What follows belongs to an exercise in optimizing a design on an open flow for small area; a production flow would make more cautious choices. Only simulation tests tie the RTL to the original design; equivalence was not proved. Power and IR drop assume default switching activity.

==> trial 62: inputs <==
==> flow/design.v <==
`default_nettype none
package noc_if_pkg;
	typedef logic [2-1:0] vc_t;
	typedef logic [$clog2(8+1)-1:0] credit_t;    
	typedef struct packed {
		logic [2:0]                ftype;
		logic [8-1:0]    src;     
		logic [8-1:0]    dst;
		logic [3:0]                seq;     
		logic [8:0]                rsvd;    
		logic [32-1:0] payload;
	} flit_t;
	typedef struct packed {
		logic                        valid;
		logic                        tail;
		logic [5-1:0] rdst;
		vc_t                         vc;
		flit_t                       flit;
	} router_word_t;
endpackage
`default_nettype wire
`timescale 1ns/1ps
`default_nettype none
module aoi_group #(
	parameter int W = 64,
	parameter int K = 3
) (
	input  wire [K-1:0]   i_sel,
	input  wire [K*W-1:0] i_d,
	output logic [W-1:0]  o_yn     
);
	always_comb
	begin
		o_yn = '0;
		for (int k = 0; k < K; k++)
			o_yn = o_yn | (i_d[k*W +: W] & {W{i_sel[k]}});
		o_yn = ~o_yn;
	end
endmodule
module nand_join #(
	parameter int W = 64,
	parameter int M = 11
) (
	input  wire [M*W-1:0] i_t,
	output logic [W-1:0]  o_y
);
	always_comb
	begin
		o_y = '1;
		for (int m = 0; m < M; m++)
			o_y = o_y & i_t[m*W +: W];
		o_y = ~o_y;
	end
endmodule
module onehot_mux #(
	parameter int W = 64,
	parameter int N = 32
) (
	input  wire [N-1:0]   i_sel,
	input  wire [N*W-1:0] i_d,
	output logic [W-1:0]  o_y
);
	localparam int G = (N + 2) / 3;    
	logic [G*W-1:0] t;
	for (genvar g = 0; g < G; g++)
	begin : g_grp
		localparam int K = (3 * g + 3 <= N) ? 3 : N - 3 * g;
		aoi_group #(.W(W), .K(K)) u_aoi (
			.i_sel (i_sel[3*g +: K]),
			.i_d   (i_d[3*g*W +: K*W]),
			.o_yn  (t[g*W +: W])
		);
	end
	nand_join #(.W(W), .M(G)) u_join (.i_t(t), .o_y(o_y));
endmodule
`default_nettype wire
`timescale 1ns/1ps
`default_nettype none
module noc_if_top (
	input  wire                           clk,
	input  wire                           rst_n,
	input  wire                           i_send_req,
	output logic                          o_send_ack,
	input  wire                           i_data_valid,
	input  wire [32-1:0]      i_data,
	input  wire [8-1:0]         i_dst,
	input  wire [5:0]                     i_id,
	input  wire [5:0]                     i_seq_len,
	output logic                          o_req_rx,
	input  wire                           i_ack_rx,
	output logic [63:0]                   o_data_input,        
	output logic                          o_data_input_valid,
	output logic [72:0]                   o_data,              
	output logic                          o_data_valid,
	input  wire [72:0]                    i_flit,              
	input  wire                           i_credit_valid,
	input  wire [1:0]                     i_credit_vc,         
	output logic                          o_credit_valid,
	output logic [1:0]                    o_credit_vc,         
	input  wire [8-1:0]         i_local_id
);
	localparam logic [1:0] P_IDLE = 2'd0, P_RECV = 2'd1, P_UPDT = 2'd2, P_CHEK = 2'd3;
	logic [1:0]  pk_state;
	logic        sel_bank;      
	logic        valid_r;       
	logic        valid_rr;
	logic [3:0]  word_cnt;      
	logic        first_word;
	logic        last_flit;
	logic [1:0]  busy;          
	assign first_word = i_data_valid && !valid_r;
	assign last_flit  = valid_r && !i_data_valid;
	always_ff @(posedge clk or negedge rst_n)
	begin
		if (!rst_n)
		begin
			pk_state   <= P_IDLE;
			o_send_ack <= 1'b0;
			sel_bank   <= 1'b0;
		end
		else
		begin
			case (pk_state)
				P_IDLE:
					if (i_send_req)
					begin
						pk_state   <= P_RECV;
						o_send_ack <= 1'b1;
						sel_bank   <= busy[0];
					end
				P_RECV:
					if (last_flit)
						pk_state <= P_UPDT;
				P_UPDT:
					pk_state <= P_CHEK;
				default:
					if (busy != 2'b11)
					begin
						pk_state   <= P_IDLE;
						o_send_ack <= 1'b0;
					end
			endcase
		end
	end
	always_ff @(posedge clk or negedge rst_n)
	begin
		if (!rst_n)
		begin
			valid_r  <= 1'b0;
			valid_rr <= 1'b0;
			word_cnt <= '0;
		end
		else
		begin
			valid_r  <= i_data_valid;
			valid_rr <= valid_r;
			word_cnt <= i_data_valid ? word_cnt + 4'd1 : 4'd0;
		end
	end
	logic [32-1:0] tx_mem [32];
	logic [8-1:0]    h_dst [2];
	logic [5:0]                h_id  [2];
	logic [1:0]                h_off [2];
	logic [3:0]                h_last [2];
	for (genvar i = 0; i < 32; i++)
	begin : g_txm
		logic we;
		assign we = i_data_valid && ({sel_bank, word_cnt} == 5'(i));
		always_ff @(posedge clk)
			tx_mem[i] <= (tx_mem[i] & ~{32{we}}) | (i_data & {32{we}});
	end
	always_ff @(posedge clk)
	begin
		if (i_data_valid)
			h_last[sel_bank] <= word_cnt;
		if (first_word)
		begin
			h_dst[sel_bank] <= i_dst;
			h_id[sel_bank]  <= i_id;
			h_off[sel_bank] <= i_seq_len[1:0];
		end
	end
	logic [3:0] cnt [4];
	logic       rd_en;
	logic [1:0] vc_sel;
	logic [1:0] vc_01, vc_23, best_vc;
	logic       best_ok;
	for (genvar v = 0; v < 4; v++)
	begin : g_cnt
		logic inc, dec;
		assign inc = i_credit_valid && (i_credit_vc == 2'(v));
		assign dec = rd_en && (vc_sel == 2'(v));
		always_ff @(posedge clk or negedge rst_n)
		begin
			if (!rst_n)
				cnt[v] <= 4'd8;
			else if (inc && !dec)
				cnt[v] <= cnt[v] + 4'd1;
			else if (dec && !inc)
				cnt[v] <= cnt[v] - 4'd1;
		end
	end
	assign vc_01   = (cnt[0] >= cnt[1]) ? 2'd0 : 2'd1;
	assign vc_23   = (cnt[2] >= cnt[3]) ? 2'd2 : 2'd3;
	assign best_vc = (cnt[vc_01] >= cnt[vc_23]) ? vc_01 : vc_23;
	assign best_ok = cnt[best_vc] > 4'd2;
	localparam logic [1:0] S_IDLE = 2'd0, S_ALOC = 2'd1, S_SEND = 2'd2;
	logic [1:0] st;
	logic       head_bank;
	logic       cur_bank;
	logic [3:0] rd_idx;       
	logic       rd_done;      
	logic       rd_en_r;
	logic       pkt_done;
	logic       sent_last;
	assign pkt_done  = valid_rr && !valid_r;
	assign sent_last = rd_en_r && rd_done;
	assign rd_en     = (st == S_SEND) && !rd_done && (cnt[vc_sel] != 4'd0);
	always_ff @(posedge clk or negedge rst_n)
	begin
		if (!rst_n)
		begin
			busy      <= 2'b00;
			head_bank <= 1'b0;
		end
		else
		begin
			if (pkt_done)
				busy[sel_bank] <= 1'b1;
			if (sent_last)
				busy[cur_bank] <= 1'b0;
			if (sent_last)
				head_bank <= !cur_bank;
			else if (pkt_done && (busy == 2'b00))
				head_bank <= sel_bank;
		end
	end
	always_ff @(posedge clk or negedge rst_n)
	begin
		if (!rst_n)
		begin
			st       <= S_IDLE;
			cur_bank <= 1'b0;
			vc_sel   <= '0;
			rd_en_r  <= 1'b0;
			rd_idx   <= '0;
			rd_done  <= 1'b0;
		end
		else
		begin
			rd_en_r <= rd_en;
			if (rd_en)
			begin
				rd_idx <= rd_idx + 4'd1;
				if (rd_idx == h_last[cur_bank])
					rd_done <= 1'b1;
			end
			case (st)
				S_IDLE:
					if (busy[head_bank])
					begin
						cur_bank <= head_bank;
						st       <= S_ALOC;
						rd_idx   <= '0;
						rd_done  <= 1'b0;
					end
				S_ALOC:
					if (best_ok)
					begin
						vc_sel <= best_vc;
						st     <= S_SEND;
					end
				default:
					if (sent_last)
						st <= S_IDLE;
			endcase
		end
	end
	logic [3:0]  out_idx;
	logic [2:0]  out_type;
	logic [8:0]  out_rsvd;
	logic        out_tail;
	assign out_idx  = rd_idx - 4'd1;
	logic [32-1:0] tx_rd;
	logic [31:0]                  tx_sel;
	logic [32*32-1:0] tx_flat;
	for (genvar i = 0; i < 32; i++)
	begin : g_txs
		assign tx_sel[i] = ({cur_bank, out_idx} == 5'(i));
		assign tx_flat[i*32 +: 32] = tx_mem[i];
	end
	onehot_mux #(.W(32), .N(32)) u_txmux (.i_sel(tx_sel), .i_d(tx_flat), .o_y(tx_rd));
	assign out_tail = (out_idx == h_last[cur_bank]) && (out_idx != 4'd0);
	assign out_type = (out_idx == 4'd0) ? 3'd0 : out_tail ? 3'd2 : 3'd1;
	assign out_rsvd = {1'b0, out_tail ? h_off[cur_bank] : 2'b00, h_id[cur_bank]};
	assign o_data_valid = rd_en_r;
	assign o_data = {rd_en_r, sent_last, h_dst[cur_bank][5-1:0], vc_sel,
	                 out_type, i_local_id, h_dst[cur_bank], out_idx, out_rsvd,
	                 tx_rd};
	logic [63:0] vcq_mem [32];       
	logic [3:0]  vq_wp [4];
	logic [3:0]  vq_rp [4];
	logic [3:0]  vq_empty;
	logic [1:0]  last_vc;            
	logic [1:0]  pick_vc, idx;
	logic        pick_ok;
	logic        visit;
	logic        fwd_r;
	logic [2:0]  fwd_slot;
	logic        inq_full, inq_empty;
	for (genvar i = 0; i < 32; i++)
	begin : g_vqm
		logic we;
		assign we = i_flit[72] && (i_flit[65:64] == 2'(i / 8)) && (vq_wp[i / 8][2:0] == 3'(i % 8));
		always_ff @(posedge clk)
			vcq_mem[i] <= (vcq_mem[i] & ~{64{we}}) | (i_flit[63:0] & {64{we}});
	end
	for (genvar v = 0; v < 4; v++)
	begin : g_vq
		assign vq_empty[v] = (vq_wp[v] == vq_rp[v]);
		always_ff @(posedge clk or negedge rst_n)
		begin
			if (!rst_n)
			begin
				vq_wp[v] <= '0;
				vq_rp[v] <= '0;
			end
			else
			begin
				if (i_flit[72] && (i_flit[65:64] == 2'(v)))
					vq_wp[v] <= vq_wp[v] + 4'd1;
				if (visit && (pick_vc == 2'(v)))
					vq_rp[v] <= vq_rp[v] + 4'd1;
			end
		end
	end
	always_comb
	begin
		pick_vc = last_vc;
		pick_ok = 1'b0;
		idx     = last_vc;
		for (int k = 1; k <= 4; k++)
		begin
			idx = last_vc + 2'(k);
			if (!pick_ok && !vq_empty[idx])
			begin
				pick_vc = idx;
				pick_ok = 1'b1;
			end
		end
	end
	assign visit = pick_ok && !fwd_r && !inq_full;
	always_ff @(posedge clk or negedge rst_n)
	begin
		if (!rst_n)
		begin
			last_vc <= '0;
			fwd_r   <= 1'b0;
		end
		else
		begin
			fwd_r <= visit;
			if (visit)
				last_vc <= pick_vc;
		end
	end
	always_ff @(posedge clk)
		fwd_slot <= vq_rp[pick_vc][2:0];
	logic [63:0] inq_mem [32];
	logic [5:0]  iq_wp, iq_rp;
	assign inq_empty = (iq_wp == iq_rp);
	assign inq_full  = (iq_wp[5] != iq_rp[5]) && (iq_wp[4:0] == iq_rp[4:0]);
	logic [63:0] vq_rd;
	logic [31:0]   vq_sel;
	logic [32*64-1:0] vq_flat;
	for (genvar i = 0; i < 32; i++)
	begin : g_vqs
		assign vq_sel[i] = ({last_vc, fwd_slot} == 5'(i));
		assign vq_flat[i*64 +: 64] = vcq_mem[i];
	end
	onehot_mux #(.W(64), .N(32)) u_vqmux (.i_sel(vq_sel), .i_d(vq_flat), .o_y(vq_rd));
	for (genvar i = 0; i < 32; i++)
	begin : g_iqm
		logic we;
		assign we = fwd_r && (iq_wp[4:0] == 5'(i));
		always_ff @(posedge clk)
			inq_mem[i] <= (inq_mem[i] & ~{64{we}}) | (vq_rd & {64{we}});
	end
	always_ff @(posedge clk or negedge rst_n)
	begin
		if (!rst_n)
		begin
			iq_wp              <= '0;
			iq_rp              <= '0;
			o_req_rx           <= 1'b0;
			o_data_input_valid <= 1'b0;
		end
		else
		begin
			if (fwd_r)
				iq_wp <= iq_wp + 6'd1;
			if (i_ack_rx)
				iq_rp <= iq_rp + 6'd1;
			o_req_rx           <= !inq_empty && !i_ack_rx;
			o_data_input_valid <= i_ack_rx;
		end
	end
	logic [4:0] iq_out;
	assign iq_out       = iq_rp[4:0] - 5'd1;
	logic [31:0]   iq_sel;
	logic [32*64-1:0] iq_flat;
	for (genvar i = 0; i < 32; i++)
	begin : g_iqs
		assign iq_sel[i] = (iq_out == 5'(i));
		assign iq_flat[i*64 +: 64] = inq_mem[i];
	end
	onehot_mux #(.W(64), .N(32)) u_iqmux (.i_sel(iq_sel), .i_d(iq_flat), .o_y(o_data_input));
	assign o_credit_valid = fwd_r;
	assign o_credit_vc    = last_vc;
endmodule
`default_nettype wire
==> flow/flow/run.sh <==
#!/bin/bash
# Layout flow: the standard flow (standard.sh) with two options changed:
#  - clock tree: clusters of up to 30 flip-flops on clkbuf_16 leaves,
#    without dummy balancing loads
#  - port buffers: sky130_fd_sc_hd__buf_1 on every input and output port
# The tool output is in standard.log and in the ORFS logs under orfs/logs.
export CTS_ARGS="-sink_clustering_enable -repair_clock_nets -dont_use_dummy_load -buf_list sky130_fd_sc_hd__clkbuf_16 -sink_clustering_size 30 -sink_clustering_max_diameter 80"
export BUFFER_PORTS_ARGS="-buffer_cell sky130_fd_sc_hd__buf_1"
cp standard.sh standard_sh.txt
bash standard.sh > standard.log 2>&1
==> flow/standard.sh <==
#!/bin/bash
# synth_recipe.tcl (not shown) runs the flow's synth.tcl, then flattens the netlist and writes it again
# the make line also repeats each setting of config.mk as NAME=value (left out here)
make -C /OpenROAD-flow-scripts/flow DESIGN_CONFIG=/design/flow/config.mk WORK_HOME=/design/flow/orfs CLKGATE_MAP_FILE= SYNTH_SCRIPT=/design/flow/synth_recipe.tcl "${@:-finish}"
==> flow/config.mk <==
export PLATFORM = sky130hd
export DESIGN_NAME = noc_if_top
export DESIGN_NICKNAME = noc_if_top
export VERILOG_FILES = /design/flow/design.v
export SDC_FILE = /design/flow/constraint.sdc
export NUM_CORES = 4
export LEC_CHECK = 0
export CAP_MARGIN = 10
export CORE_MARGIN = 2
export CORE_UTILIZATION = 55
export CTS_BUF_LIST = sky130_fd_sc_hd__clkbuf_16
export CTS_CLUSTER_DIAMETER = 80
export CTS_CLUSTER_SIZE = 30
export SLEW_MARGIN = 10
export SYNTH_HIERARCHICAL = 1
==> flow/constraint.sdc <==
create_clock -name core_clock -period 10.0 [get_ports {clk}]
set_input_delay 2.0000 -clock core_clock [delete_from_list [all_inputs] [get_ports {clk}]]
set_output_delay 2.0000 -clock core_clock [all_outputs]
set_load 0.01 [all_outputs]
==> trial 15 (differences from trial 62) <==
--- a/flow/design.v
+++ b/flow/design.v
@@ -23,57 +23,2 @@
 `default_nettype none
-module aoi_group #(
-	parameter int W = 64,
-	parameter int K = 3
-) (
-	input  wire [K-1:0]   i_sel,
-	input  wire [K*W-1:0] i_d,
-	output logic [W-1:0]  o_yn     
-);
-	always_comb
-	begin
-		o_yn = '0;
-		for (int k = 0; k < K; k++)
-			o_yn = o_yn | (i_d[k*W +: W] & {W{i_sel[k]}});
-		o_yn = ~o_yn;
-	end
-endmodule
-module nand_join #(
-	parameter int W = 64,
-	parameter int M = 11
-) (
-	input  wire [M*W-1:0] i_t,
-	output logic [W-1:0]  o_y
-);
-	always_comb
-	begin
-		o_y = '1;
-		for (int m = 0; m < M; m++)
-			o_y = o_y & i_t[m*W +: W];
-		o_y = ~o_y;
-	end
-endmodule
-module onehot_mux #(
-	parameter int W = 64,
-	parameter int N = 32
-) (
-	input  wire [N-1:0]   i_sel,
-	input  wire [N*W-1:0] i_d,
-	output logic [W-1:0]  o_y
-);
-	localparam int G = (N + 2) / 3;    
-	logic [G*W-1:0] t;
-	for (genvar g = 0; g < G; g++)
-	begin : g_grp
-		localparam int K = (3 * g + 3 <= N) ? 3 : N - 3 * g;
-		aoi_group #(.W(W), .K(K)) u_aoi (
-			.i_sel (i_sel[3*g +: K]),
-			.i_d   (i_d[3*g*W +: K*W]),
-			.o_yn  (t[g*W +: W])
-		);
-	end
-	nand_join #(.W(W), .M(G)) u_join (.i_t(t), .o_y(o_y));
-endmodule
-`default_nettype wire
-`timescale 1ns/1ps
-`default_nettype none
 module noc_if_top (
@@ -284,10 +229,9 @@
 	logic [32-1:0] tx_rd;
-	logic [31:0]                  tx_sel;
-	logic [32*32-1:0] tx_flat;
-	for (genvar i = 0; i < 32; i++)
-	begin : g_txs
-		assign tx_sel[i] = ({cur_bank, out_idx} == 5'(i));
-		assign tx_flat[i*32 +: 32] = tx_mem[i];
+	always_comb
+	begin
+		tx_rd = '0;
+		for (int i = 0; i < 32; i++)
+			if ({cur_bank, out_idx} == 5'(i))
+				tx_rd = tx_rd | tx_mem[i];
 	end
-	onehot_mux #(.W(32), .N(32)) u_txmux (.i_sel(tx_sel), .i_d(tx_flat), .o_y(tx_rd));
 	assign out_tail = (out_idx == h_last[cur_bank]) && (out_idx != 4'd0);
@@ -373,10 +317,9 @@
 	logic [63:0] vq_rd;
-	logic [31:0]   vq_sel;
-	logic [32*64-1:0] vq_flat;
-	for (genvar i = 0; i < 32; i++)
-	begin : g_vqs
-		assign vq_sel[i] = ({last_vc, fwd_slot} == 5'(i));
-		assign vq_flat[i*64 +: 64] = vcq_mem[i];
+	always_comb
+	begin
+		vq_rd = '0;
+		for (int i = 0; i < 32; i++)
+			if ({last_vc, fwd_slot} == 5'(i))
+				vq_rd = vq_rd | vcq_mem[i];
 	end
-	onehot_mux #(.W(64), .N(32)) u_vqmux (.i_sel(vq_sel), .i_d(vq_flat), .o_y(vq_rd));
 	for (genvar i = 0; i < 32; i++)
@@ -409,10 +352,9 @@
 	assign iq_out       = iq_rp[4:0] - 5'd1;
-	logic [31:0]   iq_sel;
-	logic [32*64-1:0] iq_flat;
-	for (genvar i = 0; i < 32; i++)
-	begin : g_iqs
-		assign iq_sel[i] = (iq_out == 5'(i));
-		assign iq_flat[i*64 +: 64] = inq_mem[i];
+	always_comb
+	begin
+		o_data_input = '0;
+		for (int i = 0; i < 32; i++)
+			if (iq_out == 5'(i))
+				o_data_input = o_data_input | inq_mem[i];
 	end
-	onehot_mux #(.W(64), .N(32)) u_iqmux (.i_sel(iq_sel), .i_d(iq_flat), .o_y(o_data_input));
 	assign o_credit_valid = fwd_r;
==> flow/run.sh (new file) <==
#!/bin/bash
# synth_recipe.tcl (not shown) runs the flow's synth.tcl, then flattens the netlist and writes it again
# the make line also repeats each setting of config.mk as NAME=value (left out here)
make -C /OpenROAD-flow-scripts/flow DESIGN_CONFIG=/design/flow/config.mk WORK_HOME=/design/flow/orfs CLKGATE_MAP_FILE= SYNTH_SCRIPT=/design/flow/synth_recipe.tcl finish
==> flow/config.mk (replaced) <==
export PLATFORM = sky130hd
export DESIGN_NAME = noc_if_top
export DESIGN_NICKNAME = noc_if_top
export VERILOG_FILES = /design/flow/design.v
export SDC_FILE = /design/flow/constraint.sdc
export NUM_CORES = 4
export LEC_CHECK = 0
export CAP_MARGIN = 20
export CORE_MARGIN = 2
export CORE_UTILIZATION = 40
export SLEW_MARGIN = 20
removed: flow/flow/run.sh
removed: flow/standard.sh
==> build 49 (differences from trial 62) <==
--- a/flow/design.v
+++ b/flow/design.v
@@ -23,33 +23,2 @@
 `default_nettype none
-module aoi_group #(
-	parameter int W = 64,
-	parameter int K = 3
-) (
-	input  wire [K-1:0]   i_sel,
-	input  wire [K*W-1:0] i_d,
-	output logic [W-1:0]  o_yn     
-);
-	always_comb
-	begin
-		o_yn = '0;
-		for (int k = 0; k < K; k++)
-			o_yn = o_yn | (i_d[k*W +: W] & {W{i_sel[k]}});
-		o_yn = ~o_yn;
-	end
-endmodule
-module nand_join #(
-	parameter int W = 64,
-	parameter int M = 11
-) (
-	input  wire [M*W-1:0] i_t,
-	output logic [W-1:0]  o_y
-);
-	always_comb
-	begin
-		o_y = '1;
-		for (int m = 0; m < M; m++)
-			o_y = o_y & i_t[m*W +: W];
-		o_y = ~o_y;
-	end
-endmodule
 module onehot_mux #(
@@ -62,14 +31,8 @@
 );
-	localparam int G = (N + 2) / 3;    
-	logic [G*W-1:0] t;
-	for (genvar g = 0; g < G; g++)
-	begin : g_grp
-		localparam int K = (3 * g + 3 <= N) ? 3 : N - 3 * g;
-		aoi_group #(.W(W), .K(K)) u_aoi (
-			.i_sel (i_sel[3*g +: K]),
-			.i_d   (i_d[3*g*W +: K*W]),
-			.o_yn  (t[g*W +: W])
-		);
+	always_comb
+	begin
+		o_y = '0;
+		for (int i = 0; i < N; i++)
+			o_y = o_y | (i_d[i*W +: W] & {W{i_sel[i]}});
 	end
-	nand_join #(.W(W), .M(G)) u_join (.i_t(t), .o_y(o_y));
 endmodule
==> flow/run.sh (new file) <==
#!/bin/bash
# synth_recipe.tcl (not shown) runs the flow's synth.tcl, then flattens the netlist and writes it again
# the make line also repeats each setting of config.mk as NAME=value (left out here)
make -C /OpenROAD-flow-scripts/flow DESIGN_CONFIG=/design/flow/config.mk WORK_HOME=/design/flow/orfs CLKGATE_MAP_FILE= SYNTH_SCRIPT=/design/flow/synth_recipe.tcl finish
--- a/flow/config.mk
+++ b/flow/config.mk
@@ -12,3 +12,3 @@
 export CTS_CLUSTER_DIAMETER = 80
-export CTS_CLUSTER_SIZE = 30
+export CTS_CLUSTER_SIZE = 24
 export SLEW_MARGIN = 10
removed: flow/flow/run.sh
removed: flow/standard.sh
==> build 26 (differences from trial 62) <==
==> flow/flow/run.sh (replaced) <==
#!/bin/bash
# Layout flow: the standard flow (standard.sh) with two options changed:
#  - clock tree: clusters of up to 27 flip-flops on clkbuf_16 leaves,
#    without dummy balancing loads
#  - port buffers: sky130_fd_sc_hd__buf_1 on every input and output port
# The tool output is in standard.log and in the ORFS logs under orfs/logs.
export CTS_ARGS="-sink_clustering_enable -repair_clock_nets -dont_use_dummy_load -buf_list sky130_fd_sc_hd__clkbuf_16 -sink_clustering_size 27 -sink_clustering_max_diameter 80"
export BUFFER_PORTS_ARGS="-buffer_cell sky130_fd_sc_hd__buf_1"
cp standard.sh standard_sh.txt
bash standard.sh > standard.log 2>&1
--- a/flow/config.mk
+++ b/flow/config.mk
@@ -12,3 +12,3 @@
 export CTS_CLUSTER_DIAMETER = 80
-export CTS_CLUSTER_SIZE = 30
+export CTS_CLUSTER_SIZE = 27
 export SLEW_MARGIN = 10
==> results.tsv <==
metric	value	unit
multi-input logic area	30300	um2
met3 GRT Util	4.97	%
Routed WL	554	mm
most frequent cells in the layout	edfxtp_1 (5,160), a22oi_1 (2,560), nand4_1 (652)	
share of the synthesized area in the top cell type	81.4	%
xor/xnor share of the synthesized area	0.387	%
outcome	complete, no violations	
Ant. Diodes	21	
Seq. cell area	157000	um2
Synth top cells by count	edfxtp_1 (5,160), a22oi_1 (2,560), nand4_1 (652)	
[end of results for build 49]
==> results.tsv <==
metric	value	unit
multi-input logic area	27400	um2
met3 GRT Util	4.58	%
Placed Area	194000	um2
Synth top cells by count	edfxtp_1 (5,160), a222oi_1 (1,600), buf_6 (371)	
Ant. Diodes	9	
Seq. cell area	157000	um2
most frequent cells in the layout	edfxtp_1 (5,160), a222oi_1 (1,600), nand4_1 (333)	
Routed WL	537	mm
share of the synthesized area in the top cell type	81.9	%
outcome	complete, no violations	
[end of results for build 26]
==> results.tsv <==
metric	value	unit
outcome	complete, no violations	
Ant. Diodes	9	
multi-input logic area	27400	um2
Synth top cells by count	edfxtp_1 (5,160), a222oi_1 (1,600), buf_6 (371)	
ClkCell Share	2.66	%
Cell variety after synth	61	
Routed WL	537	mm
Critical Path Fanout Max	43	
met3 GRT Util	4.61	%
most frequent cells in the layout	edfxtp_1 (5,160), a222oi_1 (1,600), nand4_1 (333)	
Seq. cell area	157000	um2
[end of results for trial 62]
==> results.tsv <==
metric	value	unit
multi-input logic area	38100	um2
Power Clock	0.0197	W
pre-CTS WS	2190	ps
die width	706	um
Global Route Usage Sum	28.3	%
unrepaired setup endpoints after global routing	false	
Ant. Diodes	58	
Synth top cells by count	edfxtp_1 (5,160), a22oi_1 (1,549), clkbuf_1 (512)	
Seq. cell area	157000	um2
share of the synthesized area in the top cell type	78.6	%
cell taking the most area after synthesis	edfxtp_1	
outcome	complete, no violations	
met3 GRT Util	7.97	%
number of remaining DRC errors	0	
compound-gate portion of the synthesized area	12.8	%
final hold vios	0	
xor/xnor share of the synthesized area	0.364	%
[end of results for trial 15]

[afterwards: timing with drivers on the ports]
Ports are ideal in the flow. The routed layouts listed here were re-timed in OpenROAD.
Step 1, drivers: a clkbuf_16 drives clk and a buf_2 each remaining input, both assumed.
Step 2 times the ports against the registers' clock, not the clock port: input delays grow and output delays shrink by t, the midpoint of the rising clock arrivals with the driver on.
a / b / c = ideal / step 1 / step 2; a / b = the first two.
run	t (ns)	setup slack, ns	latest minus earliest clock arrival (ns)	worst slew at a driven data input, ns
trial 62	1.043	2.108 / 1.998 / 3.041	0.116 / 0.116	0.22
trial 15	1.166	0.775 / 0.663 / 1.829	0.107 / 0.108	0.34
build 49	1.046	1.895 / 1.787 / 2.834	0.063 / 0.063	0.29
build 26	1.046	2.145 / 2.031 / 3.078	0.128 / 0.127	0.20
After both steps setup and hold are still met in every run listed.
